From an optimization exercise on the open Yosys and OpenROAD flow, aimed at a short achievable clock period and few clock cycles; shortcuts taken in it are not production practice.
RTL that was checked went through simulation tests only; none was proved equivalent to the original.
Power is estimated from default activity; no workload was simulated.

Design lc3b_pipeline, start of the top module:
module lc3b_pipeline
#(
    parameter logic [15:0] RESET_PC = 16'h0000
)
(
    input  logic        clk,
    input  logic        rst,
    output logic        imem_read,
    output logic [15:0] imem_address,
    input  logic        imem_resp,
    input  logic [15:0] imem_rdata,
    output logic        dmem_read,
    output logic        dmem_write,
    output logic [15:0] dmem_address,
    output logic [15:0] dmem_wdata,
    output logic [1:0]  dmem_byte_enable,
    input  logic        dmem_resp,
    input  logic [15:0] dmem_rdata
);
==> flow/config.mk <==
export PLATFORM = sky130hd
export DESIGN_NAME = lc3b_pipeline
export DESIGN_NICKNAME = lc3b_pipeline
export VERILOG_FILES = /design/flow/design.v
export SDC_FILE = /design/flow/constraint.sdc
export NUM_CORES = 4
export LEC_CHECK = 0
export ABC_CLOCK_PERIOD_IN_PS = 2000
export CAP_MARGIN = 20
export CORE_MARGIN = 2
export CORE_UTILIZATION = 40
export SETUP_SLACK_MARGIN = 2.5
export SLEW_MARGIN = 20
export SYNTH_HIERARCHICAL = 1
export SYNTH_MINIMUM_KEEP_SIZE = 0
==> flow/constraint.sdc <==
create_clock -name core_clock -period 4.5 [get_ports {clk}]
set_input_delay 0.9000 -clock core_clock [delete_from_list [all_inputs] [get_ports {clk}]]
set_output_delay 0.9000 -clock core_clock [all_outputs]
set_load 0.01 [all_outputs]
standard.sh (not shown) runs the stock make flow with config.mk's settings and CLKGATE_MAP_FILE= SYNTH_SCRIPT=/design/flow/synth_recipe.tcl, a recipe that flattens the netlist after the stock synthesis.
==> flow/flow/run.sh <==
#!/bin/bash
# Standard layout with these changes: ports buffered with buf_4 instead of the
# smallest buffer; the resizer free to change a cell's footprint; adders left
# to ABC as plain logic instead of full/half-adder cells; and a few slow
# gates (majority, and the 3x2 AND-OR-invert that comes in one size) kept out of the
# combinational logic, on top of the platform's own don't-use list.
set -euo pipefail
PLATFORM_DONT_USE="sky130_fd_sc_hd__probe_p_8 sky130_fd_sc_hd__probec_p_8 sky130_fd_sc_hd__lpflow_bleeder_1 sky130_fd_sc_hd__lpflow_clkbufkapwr_1 sky130_fd_sc_hd__lpflow_clkbufkapwr_16 sky130_fd_sc_hd__lpflow_clkbufkapwr_2 sky130_fd_sc_hd__lpflow_clkbufkapwr_4 sky130_fd_sc_hd__lpflow_clkbufkapwr_8 sky130_fd_sc_hd__lpflow_clkinvkapwr_1 sky130_fd_sc_hd__lpflow_clkinvkapwr_16 sky130_fd_sc_hd__lpflow_clkinvkapwr_2 sky130_fd_sc_hd__lpflow_clkinvkapwr_4 sky130_fd_sc_hd__lpflow_clkinvkapwr_8 sky130_fd_sc_hd__lpflow_decapkapwr_12 sky130_fd_sc_hd__lpflow_decapkapwr_3 sky130_fd_sc_hd__lpflow_decapkapwr_4 sky130_fd_sc_hd__lpflow_decapkapwr_6 sky130_fd_sc_hd__lpflow_decapkapwr_8 sky130_fd_sc_hd__lpflow_inputiso0n_1 sky130_fd_sc_hd__lpflow_inputiso0p_1 sky130_fd_sc_hd__lpflow_inputiso1n_1 sky130_fd_sc_hd__lpflow_inputiso1p_1 sky130_fd_sc_hd__lpflow_inputisolatch_1 sky130_fd_sc_hd__lpflow_isobufsrc_1 sky130_fd_sc_hd__lpflow_isobufsrc_16 sky130_fd_sc_hd__lpflow_isobufsrc_2 sky130_fd_sc_hd__lpflow_isobufsrc_4 sky130_fd_sc_hd__lpflow_isobufsrc_8 sky130_fd_sc_hd__lpflow_isobufsrckapwr_16 sky130_fd_sc_hd__lpflow_lsbuf_lh_hl_isowell_tap_1 sky130_fd_sc_hd__lpflow_lsbuf_lh_hl_isowell_tap_2 sky130_fd_sc_hd__lpflow_lsbuf_lh_hl_isowell_tap_4 sky130_fd_sc_hd__lpflow_lsbuf_lh_isowell_4 sky130_fd_sc_hd__lpflow_lsbuf_lh_isowell_tap_1 sky130_fd_sc_hd__lpflow_lsbuf_lh_isowell_tap_2 sky130_fd_sc_hd__lpflow_lsbuf_lh_isowell_tap_4"
SLOW="sky130_fd_sc_hd__maj3_1 sky130_fd_sc_hd__maj3_2 sky130_fd_sc_hd__maj3_4 sky130_fd_sc_hd__a222oi_1"
bash standard.sh "BUFFER_PORTS_ARGS=-buffer_cell sky130_fd_sc_hd__buf_4" MATCH_CELL_FOOTPRINT=0 ADDER_MAP_FILE= \
    "DONT_USE_CELLS=$PLATFORM_DONT_USE $SLOW" finish > make_finish.log 2>&1
Rerun with:
==> flow/flow/run.sh (replaced) <==
#!/bin/bash
# Standard layout with these changes: ports buffered with buf_4 instead of the
# smallest buffer; the resizer free to change a cell's footprint; adders left
# to ABC as plain logic instead of full/half-adder cells; and a few slow
# gates (majority, the 3x2 AND-OR-invert that comes in one size, and the
# 4-high OR and AND-OR stacks) kept out of the
# combinational logic, on top of the platform's own don't-use list.
set -euo pipefail
PLATFORM_DONT_USE="sky130_fd_sc_hd__probe_p_8 sky130_fd_sc_hd__probec_p_8 sky130_fd_sc_hd__lpflow_bleeder_1 sky130_fd_sc_hd__lpflow_clkbufkapwr_1 sky130_fd_sc_hd__lpflow_clkbufkapwr_16 sky130_fd_sc_hd__lpflow_clkbufkapwr_2 sky130_fd_sc_hd__lpflow_clkbufkapwr_4 sky130_fd_sc_hd__lpflow_clkbufkapwr_8 sky130_fd_sc_hd__lpflow_clkinvkapwr_1 sky130_fd_sc_hd__lpflow_clkinvkapwr_16 sky130_fd_sc_hd__lpflow_clkinvkapwr_2 sky130_fd_sc_hd__lpflow_clkinvkapwr_4 sky130_fd_sc_hd__lpflow_clkinvkapwr_8 sky130_fd_sc_hd__lpflow_decapkapwr_12 sky130_fd_sc_hd__lpflow_decapkapwr_3 sky130_fd_sc_hd__lpflow_decapkapwr_4 sky130_fd_sc_hd__lpflow_decapkapwr_6 sky130_fd_sc_hd__lpflow_decapkapwr_8 sky130_fd_sc_hd__lpflow_inputiso0n_1 sky130_fd_sc_hd__lpflow_inputiso0p_1 sky130_fd_sc_hd__lpflow_inputiso1n_1 sky130_fd_sc_hd__lpflow_inputiso1p_1 sky130_fd_sc_hd__lpflow_inputisolatch_1 sky130_fd_sc_hd__lpflow_isobufsrc_1 sky130_fd_sc_hd__lpflow_isobufsrc_16 sky130_fd_sc_hd__lpflow_isobufsrc_2 sky130_fd_sc_hd__lpflow_isobufsrc_4 sky130_fd_sc_hd__lpflow_isobufsrc_8 sky130_fd_sc_hd__lpflow_isobufsrckapwr_16 sky130_fd_sc_hd__lpflow_lsbuf_lh_hl_isowell_tap_1 sky130_fd_sc_hd__lpflow_lsbuf_lh_hl_isowell_tap_2 sky130_fd_sc_hd__lpflow_lsbuf_lh_hl_isowell_tap_4 sky130_fd_sc_hd__lpflow_lsbuf_lh_isowell_4 sky130_fd_sc_hd__lpflow_lsbuf_lh_isowell_tap_1 sky130_fd_sc_hd__lpflow_lsbuf_lh_isowell_tap_2 sky130_fd_sc_hd__lpflow_lsbuf_lh_isowell_tap_4"
SLOW="sky130_fd_sc_hd__a2111o_1 sky130_fd_sc_hd__a2111o_2 sky130_fd_sc_hd__a2111o_4 sky130_fd_sc_hd__a2111oi_0 sky130_fd_sc_hd__a2111oi_1 sky130_fd_sc_hd__a2111oi_2 sky130_fd_sc_hd__a2111oi_4 sky130_fd_sc_hd__a222oi_1 sky130_fd_sc_hd__maj3_1 sky130_fd_sc_hd__maj3_2 sky130_fd_sc_hd__maj3_4 sky130_fd_sc_hd__nor4_1 sky130_fd_sc_hd__nor4_2 sky130_fd_sc_hd__nor4_4 sky130_fd_sc_hd__nor4b_1 sky130_fd_sc_hd__nor4b_2 sky130_fd_sc_hd__nor4b_4 sky130_fd_sc_hd__nor4bb_1 sky130_fd_sc_hd__nor4bb_2 sky130_fd_sc_hd__nor4bb_4 sky130_fd_sc_hd__o2111a_1 sky130_fd_sc_hd__o2111a_2 sky130_fd_sc_hd__o2111a_4 sky130_fd_sc_hd__o2111ai_1 sky130_fd_sc_hd__o2111ai_2 sky130_fd_sc_hd__o2111ai_4 sky130_fd_sc_hd__or4_1 sky130_fd_sc_hd__or4_2 sky130_fd_sc_hd__or4_4 sky130_fd_sc_hd__or4b_1 sky130_fd_sc_hd__or4b_2 sky130_fd_sc_hd__or4b_4 sky130_fd_sc_hd__or4bb_1 sky130_fd_sc_hd__or4bb_2 sky130_fd_sc_hd__or4bb_4 "
bash standard.sh "BUFFER_PORTS_ARGS=-buffer_cell sky130_fd_sc_hd__buf_4" MATCH_CELL_FOOTPRINT=0 ADDER_MAP_FILE= \
    "DONT_USE_CELLS=$PLATFORM_DONT_USE $SLOW" finish > make_finish.log 2>&1
Clock-buffer cell count decreases by 3.
Setup slack gets better by 0.14 ns.
Final area increases slightly.
Via count decreases slightly.
Die area decreases slightly.
No functional check of the RTL was part of any run of this note.

== wip/amber ==
lc3b_pipeline, a different RTL version from the one above (not shown whole).
Size: ~1600 cells after synthesis, roughly 360 flip-flops, ~89 I/O pins, roughly 0.020 mm2 of cells after synthesis.
clock: 4.5 ns
lec_check: 0
abc_clock_period_in_ps: 2000
cap_margin: 20
core_margin: 2
core_utilization: 40
setup_slack_margin: 2.5
slew_margin: 20
==> flow/flow/run.sh <==
#!/bin/bash
# Standard layout, with the resizer free to change cell footprints.
set -euo pipefail
bash standard.sh MATCH_CELL_FOOTPRINT=0 finish > make_finish.log 2>&1
wip/amber: all stages complete, timing, DRC and antenna checks passed
The inputs of wip/maple differ from those of wip/amber as listed below.
# wip/amber
export LEC_CHECK = 0
export ABC_CLOCK_PERIOD_IN_PS = 2000
export CAP_MARGIN = 20
export CORE_MARGIN = 2
export CORE_UTILIZATION = 40
export SETUP_SLACK_MARGIN = 2.5
export SLEW_MARGIN = 20
create_clock -name core_clock -period 4.5 [get_ports {clk}]
# wip/maple
export LEC_CHECK = 0
export ABC_CLOCK_PERIOD_IN_PS = 1000
export CAP_MARGIN = 20
export CORE_MARGIN = 2
export CORE_UTILIZATION = 40
export SETUP_SLACK_MARGIN = 2.5
export SLEW_MARGIN = 20
create_clock -name core_clock -period 4.5 [get_ports {clk}]
==> flow/run.sh (new file) <==
#!/bin/bash
# synth_recipe.tcl (not shown) runs the flow's synth.tcl, then flattens the netlist and writes it again
# the make line also repeats each setting of config.mk as NAME=value (left out here)
make -C /OpenROAD-flow-scripts/flow DESIGN_CONFIG=/design/flow/config.mk WORK_HOME=/design/flow/orfs CLKGATE_MAP_FILE= SYNTH_SCRIPT=/design/flow/synth_recipe.tcl finish
removed: flow/flow/run.sh
removed: flow/standard.sh
[summary]
wip/maple finished every stage and its layout cleared the timing, design-rule and antenna checks. Between wip/amber and wip/maple, the difference in area of all placed cells without fillers is negligible. Sequential cell area: wip/amber vs wip/maple — no meaningful difference. Compared with wip/amber, wire length the detailed router placed on met1 in wip/maple increased by a few percent. On wip/maple: combinational cell power is about 4% lower than what wip/amber gave. [wip/maple] net switching component of the power rose 31 uW relative to wip/amber. Comparing wip/maple with wip/amber, the utilization came out essentially unchanged. Compared to wip/amber, wip/maple has met2 wire length 2.4% higher.
Setup changes, wip/maple to wip/juniper
# wip/maple
export LEC_CHECK = 0
export ABC_CLOCK_PERIOD_IN_PS = 1000
export CAP_MARGIN = 20
export CORE_MARGIN = 2
export CORE_UTILIZATION = 40
export SETUP_SLACK_MARGIN = 2.5
export SLEW_MARGIN = 20
create_clock -name core_clock -period 4.5 [get_ports {clk}]
# wip/juniper
export LEC_CHECK = 0
export ABC_CLOCK_PERIOD_IN_PS = 2000
export CAP_MARGIN = 20
export CORE_MARGIN = 2
export CORE_UTILIZATION = 40
export SETUP_SLACK_MARGIN = 2.5
export SLEW_MARGIN = 20
create_clock -name core_clock -period 4.5 [get_ports {clk}]
### Flow results
Overall power consumption delta (wip/juniper -> wip/maple): insignificant
~same register share of total power in wip/maple and wip/juniper
Looking at wip/maple and wip/juniper, the clock share of power is a wash.
Number of DRC markers after the initial detailed-route iteration: wip/maple vs wip/juniper identical
Any difference in hold-critical path depth between wip/maple and wip/juniper is small enough to ignore.
As far as routing usage on met3 goes, wip/juniper and wip/maple are indistinguishable; the numbers are identical.
Critical path depth came out exactly the same in wip/maple and wip/juniper.
wip/juniper -> wip/maple: final area delta 0, exact match
Area of placed instances came out exactly the same in wip/maple and wip/juniper.
No run of this note included a check of the RTL's function; only the layout flow was run.

lane 1:
lc3b_pipeline, a different RTL version from the one above (not shown whole).
For scale: about 2000 cells after synthesis.
==> flow/design.v (excerpt) <==
module lc3b_pipeline
#(
    parameter logic [15:0] RESET_PC = 16'h0000
)
(
    input  logic        clk,
    input  logic        rst,
    output logic        imem_read,
    output logic [15:0] imem_address,
    input  logic        imem_resp,
    input  logic [15:0] imem_rdata,
    output logic        dmem_read,
    output logic        dmem_write,
    output logic [15:0] dmem_address,
    output logic [15:0] dmem_wdata,
    output logic [1:0]  dmem_byte_enable,
    input  logic        dmem_resp,
    input  logic [15:0] dmem_rdata
);
export LEC_CHECK = 0
export ABC_CLOCK_PERIOD_IN_PS = 2000
export CAP_MARGIN = 20
export CORE_MARGIN = 2
export CORE_UTILIZATION = 40
export SETUP_SLACK_MARGIN = 2.5
export SLEW_MARGIN = 20
create_clock -name core_clock -period 4.5 [get_ports {clk}]
==> flow/flow/run.sh <==
#!/bin/bash
# Standard layout; ports buffered with buf_4 instead of the smallest buffer,
# the resizer free to change a cell's footprint, and adders left to ABC as
# plain logic instead of full/half-adder cells.
set -euo pipefail
bash standard.sh "BUFFER_PORTS_ARGS=-buffer_cell sky130_fd_sc_hd__buf_4" MATCH_CELL_FOOTPRINT=0 ADDER_MAP_FILE= finish > make_finish.log 2>&1
What lane 2 does differently from lane 1 at the input level:
# lane 1
export LEC_CHECK = 0
export ABC_CLOCK_PERIOD_IN_PS = 2000
export CAP_MARGIN = 20
export CORE_MARGIN = 2
export CORE_UTILIZATION = 40
export SETUP_SLACK_MARGIN = 2.5
export SLEW_MARGIN = 20
create_clock -name core_clock -period 4.5 [get_ports {clk}]
# lane 2
export LEC_CHECK = 0
export ABC_CLOCK_PERIOD_IN_PS = 300
export CAP_MARGIN = 20
export CORE_MARGIN = 2
export CORE_UTILIZATION = 40
export SETUP_SLACK_MARGIN = 2.5
export SLEW_MARGIN = 20
create_clock -name core_clock -period 4.5 [get_ports {clk}]
Findings:
Delta (lane 2 minus lane 1): cell area after layout was more or less identical; utilization ~0 delta. Lane 1 -> lane 2: via count of the first global-routing pass delta 0, exact match. Comparing lane 1 against lane 2, there is no change at all in effective utilization at floorplan. Reported for lane 1 and lane 2, wire length of the first global-routing pass turned out identical to the last digit.
No run of this note included a check of the RTL's function; only the layout flow was run.

red:
Another version of the RTL of lc3b_pipeline (not shown whole).
Size: roughly 1700 cells after synthesis, ~89 I/O pins, roughly 20000 um^2 of cells after synthesis.
make LEC_CHECK=0 ABC_CLOCK_PERIOD_IN_PS=2000 CAP_MARGIN=20 CORE_MARGIN=2 CORE_UTILIZATION=40 SETUP_SLACK_MARGIN=2.5 SLEW_MARGIN=20 finish   # period 4.5 ns
run.sh (not shown) runs the stock make flow with config.mk's settings and CLKGATE_MAP_FILE= SYNTH_SCRIPT=/design/flow/synth_recipe.tcl, a recipe that flattens the netlist after the stock synthesis.
Stock flow here: none of the scripts above is used.
Testbench counts of red, summed over its fixed seeds: cycles 74,271.
Inputs modified between red and blue:
Settings: SETUP_SLACK_MARGIN: 2.5 -> 2.2; TNS_END_PERCENT: unset -> 100; ABC_CLOCK_PERIOD_IN_PS: 2000 -> 2300.
Notes after the runs:
Worst reg-to-reg setup slack: red and blue compared, higher one is red
A termination of the worst setup path of d_pir[5]$_DFFE_PN_ is what blue shows, while m_res[10]$_DFFE_PN_ belongs to red.
The met1 usage in global routing in blue sits 1.2 points below the value recorded for red.
Wire length of the first global-routing pass, red and blue: larger value in red
Going from red to blue, non-clock buffer count shrank by more than 10%.
Summary of blue over red: max-slew violation total from the final report stayed essentially flat; wire length on met1 rose by about 0.35%; number of DRC markers in iteration 0 fell by 10%; pre-CTS worst setup slack fell by 0.068 ns.

## build 35
lc3b_pipeline, a different RTL version from the one above (not shown whole).
Size in the first run: roughly 2000 cells after synthesis, ~22000 sq um of cells after synthesis.
==> flow/config.mk <==
export PLATFORM = sky130hd
export DESIGN_NAME = lc3b_pipeline
export DESIGN_NICKNAME = lc3b_pipeline
export VERILOG_FILES = /design/flow/design.v
export SDC_FILE = /design/flow/constraint.sdc
export NUM_CORES = 4
export LEC_CHECK = 0
export ABC_CLOCK_PERIOD_IN_PS = 2000
export CAP_MARGIN = 20
export CORE_MARGIN = 2
export CORE_UTILIZATION = 40
export SETUP_SLACK_MARGIN = 3.0
export SLEW_MARGIN = 20
==> flow/constraint.sdc <==
create_clock -name core_clock -period 4.5 [get_ports {clk}]
set_input_delay 0.9000 -clock core_clock [delete_from_list [all_inputs] [get_ports {clk}]]
set_output_delay 0.9000 -clock core_clock [all_outputs]
set_load 0.01 [all_outputs]
standard.sh (not shown) runs the stock make flow with config.mk's settings and CLKGATE_MAP_FILE= SYNTH_SCRIPT=/design/flow/synth_recipe.tcl, a recipe that flattens the netlist after the stock synthesis.
Scripts as last shown in full above: flow/flow/run.sh
Testbench counts of build 35, summed over its fixed seeds: cycles 72,892.
Input-level comparison between build 57 and build 35:
Settings: swapping 3.0 for 2.5 in SETUP_SLACK_MARGIN; swapping 40 for 55 in CORE_UTILIZATION; putting TNS_END_PERCENT at 100 where nothing was set; putting PLACE_DENSITY at 0.65 where nothing was set.
==> flow/flow/run.sh <==
#!/bin/bash
# Standard layout; ports buffered with buf_4 instead of the smallest buffer,
# and the resizer free to change a cell's footprint.
set -euo pipefail
bash standard.sh "BUFFER_PORTS_ARGS=-buffer_cell sky130_fd_sc_hd__buf_4" MATCH_CELL_FOOTPRINT=0 finish > make_finish.log 2>&1
Results
The final layout from build 57, which completed every stage, passed the timing, design-rule and antenna checks at the end of the flow.
Build 35 went all the way through the flow, and no timing, DRC or antenna check failed.
In build 57, the inserted tap cell count came out 178 below the value in build 35.
After detailed routing, build 35 needs more wire than build 57.
Share of total power consumed by net switching, build 57 and build 35, higher one = build 35.
[compare] base=build 35 new=build 57: CTS buffer count fell by 1, worst path setup slack after routing rose by 0.17 ns.
The higher filler cell count came out of build 35.
Looking at power dissipated by switching net loads across build 57 and build 35, the one that comes out lower is build 57.
The area after synthesis number comes out higher for build 57 vs build 35.
Setup changes, build 57 to build 75
Settings: swapping 55 for 40 in CORE_UTILIZATION; clearing PLACE_DENSITY, which used to be 0.65; swapping 2000 for 300 in ABC_CLOCK_PERIOD_IN_PS; clearing TNS_END_PERCENT, which used to be 100.
==> flow/flow/run.sh <==
#!/bin/bash
# Standard layout; ports buffered with buf_4 instead of the smallest buffer,
# the resizer free to change a cell's footprint, and adders left to ABC as
# plain logic instead of full/half-adder cells.
set -euo pipefail
bash standard.sh "BUFFER_PORTS_ARGS=-buffer_cell sky130_fd_sc_hd__buf_4" MATCH_CELL_FOOTPRINT=0 ADDER_MAP_FILE= finish > make_finish.log 2>&1
--- outcome ---
- Build 75 ended with every stage complete and zero timing, DRC or antenna violations.
- Count of clock-buffer cells in the layout for build 75 is higher than for build 57.
- When the final numbers for build 75 and build 57 were put side by side, the compound-cell area share of the yosys netlist turned out to be greater in build 75.
- For build 57, the capturing element of the worst setup path was e_sd[11]$_DFFE_PP_, unlike build 75, where it was pc_f[9]$_SDFFE_PP0P_.
- From build 57 to build 75 the numbers moved as follows: met1 demand-to-capacity share in global routing fell 16 points; part of the total power dissipated in combinational logic saw a decrease; via count of the first global-routing pass ~0 delta.
- [compare] base=build 57 new=build 75: worst setup slack fell 0.015 ns; met3 routed wirelength fell about 30%.
Setup changes, build 75 to build 19
Settings: ABC_CLOCK_PERIOD_IN_PS: 300 -> 2000.
==> results.txt <==
As far as global-route wire length before repair goes, build 19 and build 75 are indistinguishable; the numbers are identical. Build 75 -> build 19: clock buffer count in the final layout delta 0, exact match. On antenna cell count, build 75 and build 19 are neck and neck. Having completed the whole flow, build 19 delivered a layout that passed the timing, design-rule and antenna checks. There was hardly any difference in via count between build 75 and build 19. From build 75 to build 19, initial core utilization did not move at all. Reported for build 75 and build 19, total chip power turned out identical to the last digit. Build 19 -> build 75: clock buffer and inverter area fraction after layout flat. Any difference in mux contribution to synthesized area between build 75 and build 19 is small enough to ignore. As far as total length of routed wires goes, build 19 and build 75 are indistinguishable; the numbers are identical.
diff inputs: build 19 => build 17
==> flow/flow/run.sh <==
#!/bin/bash
# Standard layout; ports buffered with buf_4 instead of the smallest buffer,
# and the resizer free to change a cell's footprint.
set -euo pipefail
bash standard.sh "BUFFER_PORTS_ARGS=-buffer_cell sky130_fd_sc_hd__buf_4" MATCH_CELL_FOOTPRINT=0 finish > make_finish.log 2>&1
## What came out
- No stage failed in build 17, and the final checks on the layout all came back clean.
- On total length of routed wires, the higher figure sits with build 17, not build 19.
- Against build 19 as the reference, build 17 delivers a lower sequential cell area.
- For the cell depth of the worst setup path, build 17 came in 1 lower than build 19 did.
- Against build 19, build 17 comes in 2.2 points higher on combinational share of power.
- Across both runs, synthesized cell count was lower for build 17 than for build 19.
- The post-route standard cell area excluding fillers reported for build 17 is greater than that of build 19 by 6.8%.
- Compared with build 19, in build 17 die area picked up an extra 0.48%, highest attainable clock frequency level.

## re-timing with driven ports
The flow's constraints put no driver on any port. The routed layouts listed below were extracted and timed again, unchanged, in two steps. Step 1, drivers: a clkbuf_16 drives clk and a buf_2 each remaining input, both assumed. Step 2 adds t to the input delays and takes it off the output delays; t is the mean of the earliest and latest rising clock arrival at the registers after step 1. Input paths then give back, and output paths get back, about the clock's delay inside the block. Slacks: no drivers / after step 1 / after step 2; pairs: no drivers / after step 1.
run | shift t [ns] | setup WS [ns] | worst setup path after step 2
the first run of note 1 | 0.637 | 1.908 / 1.908 / 1.790 | input to register
the second run of note 1 | 0.643 | 2.049 / 2.049 / 1.754 | input to register
wip/amber | 0.621 | 1.484 / 1.484 / 1.091 | input to register
wip/maple | 0.634 | 1.567 / 1.567 / 1.059 | input to register
wip/juniper | 0.634 | 1.567 / 1.567 / 1.059 | input to register
lane 1 | 0.651 | 1.563 / 1.563 / 1.258 | input to register
lane 2 | 0.651 | 1.563 / 1.563 / 1.258 | input to register
red | 0.608 | 1.605 / 1.605 / 1.100 | input to register
blue | 0.603 | 1.454 / 1.454 / 1.023 | input to register
build 35 | 0.647 | 1.820 / 1.820 / 1.344 | input to register
build 57 | 0.623 | 1.993 / 1.993 / 1.645 | input to register
build 75 | 0.661 | 1.978 / 1.978 / 1.399 | input to register
build 19 | 0.661 | 1.978 / 1.978 / 1.399 | input to register
build 17 | 0.633 | 1.981 / 1.981 / 1.583 | input to register
After both steps every run listed still meets setup and hold.
